What follows belongs to an exercise in optimizing a design on an open flow for small area, a short achievable clock period and few clock cycles; a production flow would make more cautious choices.
The RTL was checked by simulation tests, not by an equivalence proof against the original design.
The flow treats the clock pin as an ideal source. Dropping or thinning the clock tree relies on that and would not hold on a real chip.
No activity file was given, so power comes from the tool's default toggle rates.

== run A ==
==> flow/design.v (excerpt) <==
module wildcard_name_matcher (
    input  logic       i_clk,
    input  logic       i_rst_n,
    input  logic       i_valid,
    output logic       o_ready,
    input  logic       i_cmd,
    input  logic [7:0] i_ch,
    input  logic       i_last,
    output logic       o_valid,
    input  logic       i_ready,
    output logic       o_matched,
    output logic       o_pattern_overflow
);
Size in the first run: about 1,100 cells after synthesis, about 320 flip-flops, roughly 18 I/O pins.
==> flow/config.mk <==
export PLATFORM = sky130hd
export DESIGN_NAME = wildcard_name_matcher
export DESIGN_NICKNAME = wildcard_name_matcher
export VERILOG_FILES = /design/flow/design.v
export SDC_FILE = /design/flow/constraint.sdc
export NUM_CORES = 4
export LEC_CHECK = 0
export CAP_MARGIN = 20
export CORE_MARGIN = 2
export CORE_UTILIZATION = 40
export SETUP_SLACK_MARGIN = 2.95
export SLEW_MARGIN = 20
==> flow/constraint.sdc <==
create_clock -name core_clock -period 5.0 [get_ports {i_clk}]
set_input_delay 1.0000 -clock core_clock [delete_from_list [all_inputs] [get_ports {i_clk}]]
set_output_delay 1.0000 -clock core_clock [all_outputs]
set_load 0.01 [all_outputs]
standard.sh (not shown) runs the stock make flow with config.mk's settings and CLKGATE_MAP_FILE= SYNTH_SCRIPT=/design/flow/synth_recipe.tcl, a recipe that flattens the netlist after the stock synthesis.
==> flow/flow/run.sh <==
#!/bin/bash
# The standard layout (standard.sh), except that the clock tree is built by
# flow/clock_tree.tcl (a root buffer driving one leaf buffer per group of about
# 25 flip-flops) in place of clock_tree_synthesis.
set -euo pipefail
bash standard.sh synth > synth.log 2>&1
bash standard.sh "PRE_CTS_TCL=$PWD/flow/clock_tree.tcl" finish > layout.log 2>&1
Other scripts of this flow, unchanged in this note and not shown: flow/flow/clock_tree.tcl
Run A: done, clean on timing, DRC and antenna
Testbench counts of run A, summed over its fixed seeds: cycles 32,708.
> inputs changed (run A -> run B)
Settings: an added PLACE_DENSITY of 0.75; a change of CORE_UTILIZATION from 40 to 65.
### Flow results
Every run (run A and run B) finished clean. Run A ended up with u_out.r_out[1] as its beginning of the critical path; run B ended up with g_cell[0].u_cell.r_byte[7]. The minimum setup slack after placement of run B was inferior to that of run A. Compare run A and run B | peak per-stage delay on the critical path lower: run A. Of run A and run B, the run reporting the lower share of the clock period used by the worst path was run A. As of run B, quantity of gates resized following cts had fallen by a few percent compared to run A. [compare] base=run A new=run B: first-iteration DRC count went up, count of nets after finishing went down, routed wire length went down, detailed-route via count did not really move. Compare run A and run B | die area higher: run A.
Relative to run B, the following input files were edited for run C:
Settings: PLACE_DENSITY removed (was 0.75); SETUP_SLACK_MARGIN changed from 2.95 to 3.05; CORE_UTILIZATION changed from 65 to 40.
Notes after the runs:
- First element of the critical path: g_cell[0].u_cell.r_byte[7] -> run B, r_in_ch[7] -> run C
- Starting density of the core was lower in the run labelled run C.
- The estimated power of run C ends up higher than the estimate for run B.
- Layout overhead on the synthesized area in run C is 11 points above run B.
In every run of this note, the design's own scripts or RTL, not TritonCTS, make the clock network.

---

The RTL this note starts from:
==> flow/design.v <==
`timescale 1ns / 1ps
package wnm_pkg;
    localparam int MAX_PATTERN = 32;
    localparam int POS_W       = MAX_PATTERN + 1;
    localparam int LEN_W       = $clog2(MAX_PATTERN + 1);
    localparam logic [7:0] ANY_ONE = 8'd63;
    localparam logic [7:0] ANY_RUN = 8'd42;
    localparam logic [7:0] CODE_ANY_ONE = 8'h2B;
    localparam logic CMD_LOAD = 1'b0;
    localparam logic CMD_NAME = 1'b1;
    typedef struct packed {
        logic matched;
        logic pattern_overflow;
    } t_result;
endpackage
`timescale 1ns / 1ps
module wnm_cell (
    input  logic       i_clk,
    input  logic       i_shift,
    input  logic [7:0] i_d,
    input  logic [7:0] i_ch,
    output logic [7:0] o_q,
    output logic       o_hit,
    output logic       o_star
);
    logic [7:0] r_byte;
    logic       wild;
    always_ff @(posedge i_clk) begin
        if (i_shift) begin
            r_byte <= i_d;
        end
    end
    assign wild   = (r_byte[7:1] == wnm_pkg::ANY_RUN[7:1]);
    assign o_q    = r_byte;
    assign o_star = wild && !r_byte[0];
    assign o_hit  = (wild && r_byte[0]) || (r_byte == i_ch);
endmodule
`timescale 1ns / 1ps
module wnm_out_skid (
    input  logic             i_clk,
    input  logic             i_rst_n,
    input  logic             i_push,
    input  logic             i_push_next,
    input  wnm_pkg::t_result i_data,
    output logic             o_ready,
    output logic             o_valid,
    input  logic             i_ready,
    output wnm_pkg::t_result o_data
);
    logic    r_out_valid;
    logic    n_out_valid;
    wnm_pkg::t_result r_out;
    wnm_pkg::t_result n_out;
    logic    r_skid_valid;
    logic    n_skid_valid;
    wnm_pkg::t_result r_skid;
    wnm_pkg::t_result n_skid;
    logic    out_free;
    logic    r_ready;
    assign out_free = !r_out_valid || i_ready;
    always_comb begin
        n_out_valid  = r_out_valid;
        n_out        = r_out;
        n_skid_valid = r_skid_valid;
        n_skid       = r_skid;
        if (out_free) begin
            if (r_skid_valid) begin
                n_out_valid  = 1'b1;
                n_out        = r_skid;
                n_skid_valid = i_push;
                n_skid       = i_data;
            end else begin
                n_out_valid  = i_push;
                n_out        = i_data;
            end
        end else if (i_push) begin
            n_skid_valid = 1'b1;
            n_skid       = i_data;
        end
    end
    always_ff @(posedge i_clk) begin
        if (!i_rst_n) begin
            r_out_valid  <= 1'b0;
            r_skid_valid <= 1'b0;
            r_ready      <= 1'b1;
        end else begin
            r_out_valid  <= n_out_valid;
            r_skid_valid <= n_skid_valid;
            r_ready      <= !n_out_valid || (!n_skid_valid && !i_push_next);
        end
    end
    always_ff @(posedge i_clk) begin
        r_out  <= n_out;
        r_skid <= n_skid;
    end
    assign o_ready = r_ready;
    assign o_valid = r_out_valid;
    assign o_data  = r_out;
endmodule
`timescale 1ns / 1ps
module wildcard_name_matcher (
    input  logic       i_clk,
    input  logic       i_rst_n,
    input  logic       i_valid,
    output logic       o_ready,
    input  logic       i_cmd,
    input  logic [7:0] i_ch,
    input  logic       i_last,
    output logic       o_valid,
    input  logic       i_ready,
    output logic       o_matched,
    output logic       o_pattern_overflow
);
    localparam int N  = wnm_pkg::MAX_PATTERN;
    localparam int LW = wnm_pkg::LEN_W;
    logic [LW-1:0]  r_cnt;            
    logic [LW-1:0]  r_len;            
    logic           r_lstar;          
    logic           r_ovf;
    logic           r_load_restart;
    logic           r_name_restart;
    logic [N:0]     r_act;
    logic           in_fire;
    logic           ch_swap;
    logic [7:0]     ch_code;
    logic           r_in_v;
    logic           r_in_cmd;
    logic [7:0]     r_in_ch;
    logic           r_in_last;
    logic           load_fire;
    logic           name_fire;
    logic           ch_star;
    logic [LW-1:0]  ld_cnt;
    logic [LW-1:0]  ld_len;
    logic           ld_lstar;
    logic           ld_ovf;
    logic           ld_room;
    logic           shift;
    logic [7:0]     d   [N+1];
    logic [N-1:0]   hit;
    logic [N-1:0]   star;
    logic [N:0]     start;
    logic [N:0]     cur;
    logic [N:0]     closed;
    logic [N:0]     step;
    logic           push;
    wnm_pkg::t_result push_data;
    wnm_pkg::t_result out_data;
    assign in_fire = i_valid && o_ready;
    assign ch_swap = (i_ch[7:5] == 3'b001) && i_ch[3] && (i_ch[1:0] == 2'b11) && (i_ch[4] == i_ch[2]);
    assign ch_code = ch_swap ? (i_ch ^ 8'b0001_0100) : i_ch;
    always_ff @(posedge i_clk) begin
        if (!i_rst_n) begin
            r_in_v <= 1'b0;
        end else begin
            r_in_v <= in_fire;
        end
    end
    always_ff @(posedge i_clk) begin
        r_in_cmd  <= i_cmd;
        r_in_ch   <= ch_code;
        r_in_last <= i_last;
    end
    assign load_fire = r_in_v && (r_in_cmd == wnm_pkg::CMD_LOAD);
    assign name_fire = r_in_v && (r_in_cmd == wnm_pkg::CMD_NAME);
    assign ch_star   = (r_in_ch == wnm_pkg::ANY_RUN);
    assign ld_cnt   = r_load_restart ? '0 : r_cnt;
    assign ld_len   = r_load_restart ? '0 : r_len;
    assign ld_lstar = !r_load_restart && r_lstar;
    assign ld_ovf   = !r_load_restart && r_ovf;
    assign ld_room  = (ld_cnt < LW'(N));
    assign shift    = load_fire && ld_room && !(ch_star && ld_lstar);
    assign d[0] = r_in_ch;
    for (genvar i = 0; i < N; i++) begin : g_cell
        wnm_cell u_cell (
            .i_clk   (i_clk),
            .i_shift (shift),
            .i_d     (d[i]),
            .i_ch    (r_in_ch),
            .o_q     (d[i+1]),
            .o_hit   (hit[i]),
            .o_star  (star[i])
        );
    end
    for (genvar q = 0; q <= N; q++) begin : g_pos
        assign start[q] = (r_len == LW'(q));
    end
    assign cur = r_name_restart ? start : r_act;
    for (genvar q = 0; q <= N; q++) begin : g_close
        if (q < N) begin : g_lo
            assign closed[q] = cur[q] || (cur[q+1] && star[q]);
        end else begin : g_hi
            assign closed[q] = cur[q];
        end
    end
    for (genvar q = 0; q <= N; q++) begin : g_step
        logic stay;
        logic move;
        if (q > 0) begin : g_stay
            assign stay = closed[q] && (star[q-1] || !name_fire);
        end else begin : g_nostay
            assign stay = closed[q] && !name_fire;
        end
        if (q < N) begin : g_move
            assign move = closed[q+1] && hit[q] && name_fire;
        end else begin : g_nomove
            assign move = 1'b0;
        end
        assign step[q] = stay || move;
    end
    always_ff @(posedge i_clk) begin
        r_act <= step;
    end
    assign push                       = name_fire && r_in_last;
    assign push_data.matched          = step[0] || (step[1] && star[0]);
    assign push_data.pattern_overflow = r_ovf;
    always_ff @(posedge i_clk) begin
        if (!i_rst_n) begin
            r_cnt          <= '0;
            r_len          <= '0;
            r_lstar        <= 1'b0;
            r_ovf          <= 1'b0;
            r_load_restart <= 1'b1;
            r_name_restart <= 1'b1;
        end else if (load_fire) begin
            r_cnt          <= ld_room ? ld_cnt + LW'(1) : ld_cnt;
            r_len          <= shift ? ld_len + LW'(1) : ld_len;
            r_lstar        <= shift ? ch_star : ld_lstar;
            r_ovf          <= ld_ovf || !ld_room;
            r_load_restart <= r_in_last;
            r_name_restart <= 1'b1;
        end else if (name_fire) begin
            r_name_restart <= r_in_last;
        end
    end
    wnm_out_skid u_out (
        .i_clk       (i_clk),
        .i_rst_n     (i_rst_n),
        .i_push      (push),
        .i_push_next (in_fire && (i_cmd == wnm_pkg::CMD_NAME) && i_last),
        .i_data      (push_data),
        .o_ready     (o_ready),
        .o_valid     (o_valid),
        .i_ready     (i_ready),
        .o_data      (out_data)
    );
    assign o_matched          = out_data.matched;
    assign o_pattern_overflow = out_data.pattern_overflow;
endmodule
export LEC_CHECK = 0
export CAP_MARGIN = 20
export CORE_MARGIN = 2
export CORE_UTILIZATION = 40
export CTS_CLUSTER_DIAMETER = 100
export CTS_CLUSTER_SIZE = 25
export SETUP_SLACK_MARGIN = 2.9
export SLEW_MARGIN = 20
create_clock -name core_clock -period 5.0 [get_ports {i_clk}]
==> flow/flow/run.sh <==
#!/bin/bash
# The standard layout (standard.sh), except that the ports are buffered with
# sky130_fd_sc_hd__buf_4 instead of the cell buffer_ports picks by default.
set -euo pipefail
bash standard.sh synth > synth.log 2>&1
bash standard.sh 'BUFFER_PORTS_ARGS=-buffer_cell sky130_fd_sc_hd__buf_4' finish > layout.log 2>&1
Testbench counts at the start, summed over its fixed seeds: cycles 32,708.
Rerun with:
==> flow/run.sh (new file) <==
#!/bin/bash
# synth_recipe.tcl (not shown) runs the flow's synth.tcl, then flattens the netlist and writes it again
# the make line also repeats each setting of config.mk as NAME=value (left out here)
make -C /OpenROAD-flow-scripts/flow DESIGN_CONFIG=/design/flow/config.mk WORK_HOME=/design/flow/orfs CLKGATE_MAP_FILE= SYNTH_SCRIPT=/design/flow/synth_recipe.tcl finish
Settings changed: CORE_UTILIZATION 40 to 65, PLACE_DENSITY set to 0.75, SETUP_SLACK_MARGIN 2.9 to 2.95.
removed: flow/flow/run.sh
removed: flow/standard.sh
Outcome: Power drops by 0.52%; global-route usage climbs by 8.4 points; count of clock-buffer cells in the layout stays the same; clock power drops by about 3%.
Rerun with:
Settings changed: CORE_UTILIZATION 65 to 40, CTS_CLUSTER_SIZE 25 to 20, PLACE_DENSITY 0.75 to not set, SETUP_SLACK_MARGIN 2.95 to 2.9.
=> Maximum frequency went down slightly. Synthesized cell count stays the same. Count of clock-buffer cells in the layout is higher by 6. Setup slack gets worse by 0.013 ns. Design area barely changes. Area after synthesis does not change. Total power rises by a few percent. Combinational power came out lower by a few percent.
Rerun with:
Settings changed: CTS_CLUSTER_SIZE 20 to 25.
=> The changed run passed the timing, DRC and antenna checks. Design area stays flat. Hold slack gets better by 0.0086 ns. Via count is about the same. Maximum frequency rose slightly. Die area is unchanged. Flip-flop and latch count stays the same. Routed wire length rose slightly. Core utilization barely changes.
Rerun with:
Settings changed: SETUP_SLACK_MARGIN 2.9 to 2.95.
After rerunning:
- The changed run finished clean
- final cell count rises by 0.31%
- fmax rises by 0.72%
- clock-buffer cell count does not change
- first-iteration DRC count hardly moves
- total power hardly moves
- area after synthesis stays the same
- clock skew hardly moves
- design area rises by 0.80%
- setup slack gets better by 0.015 ns
- critical path depth falls by 6
Rerun with:
Settings changed: SETUP_SLACK_MARGIN 2.95 to 3.0.
=>
- The new run ran to the end with no violations
- die area stays the same
- cell count goes up by 0.55%
- design area went up by 1.4%

-- separate check: timing with driven ports --
The results above use ideal ports. As a check the final layouts listed here were re-extracted and re-timed, cells and wires unchanged.
Step 1: set_driving_cell puts a clkbuf_16 on i_clk and a buf_2 on each other input, an assumption about the parent block.
Step 2, shift: input delay + t, output delay - t, t = (earliest + latest rising clock arrival at the registers) / 2. This alone moves slack from input paths to output paths.
Slacks: ideal ports / drivers / drivers and shift; pairs: ideal ports / drivers.
run	t (ns)	slack for setup (ns)	worst slew at a driven data input, ns
run A	0.508	2.965 / 2.932 / 2.549	0.04
run B	0.489	2.954 / 2.954 / 2.680	0.03
run C	0.514	2.867 / 2.867 / 2.620	0.04
the first run of note 2	0.566	2.915 / 2.860 / 2.804	0.04
the second run of note 2	0.551	2.900 / 2.900 / 2.681	0.03
the third run of note 2	0.574	2.887 / 2.870 / 2.426	0.04
the fourth run of note 2	0.565	2.914 / 2.881 / 2.433	0.04
the fifth run of note 2	0.564	2.929 / 2.876 / 2.550	0.04
the sixth run of note 2	0.564	2.932 / 2.878 / 2.579	0.04
After both steps setup and hold are still met in every run listed. For the fourth run of note 2, which loses most, drivers alone change the setup slack by -0.033 ns; drivers and shift together by -0.481 ns.
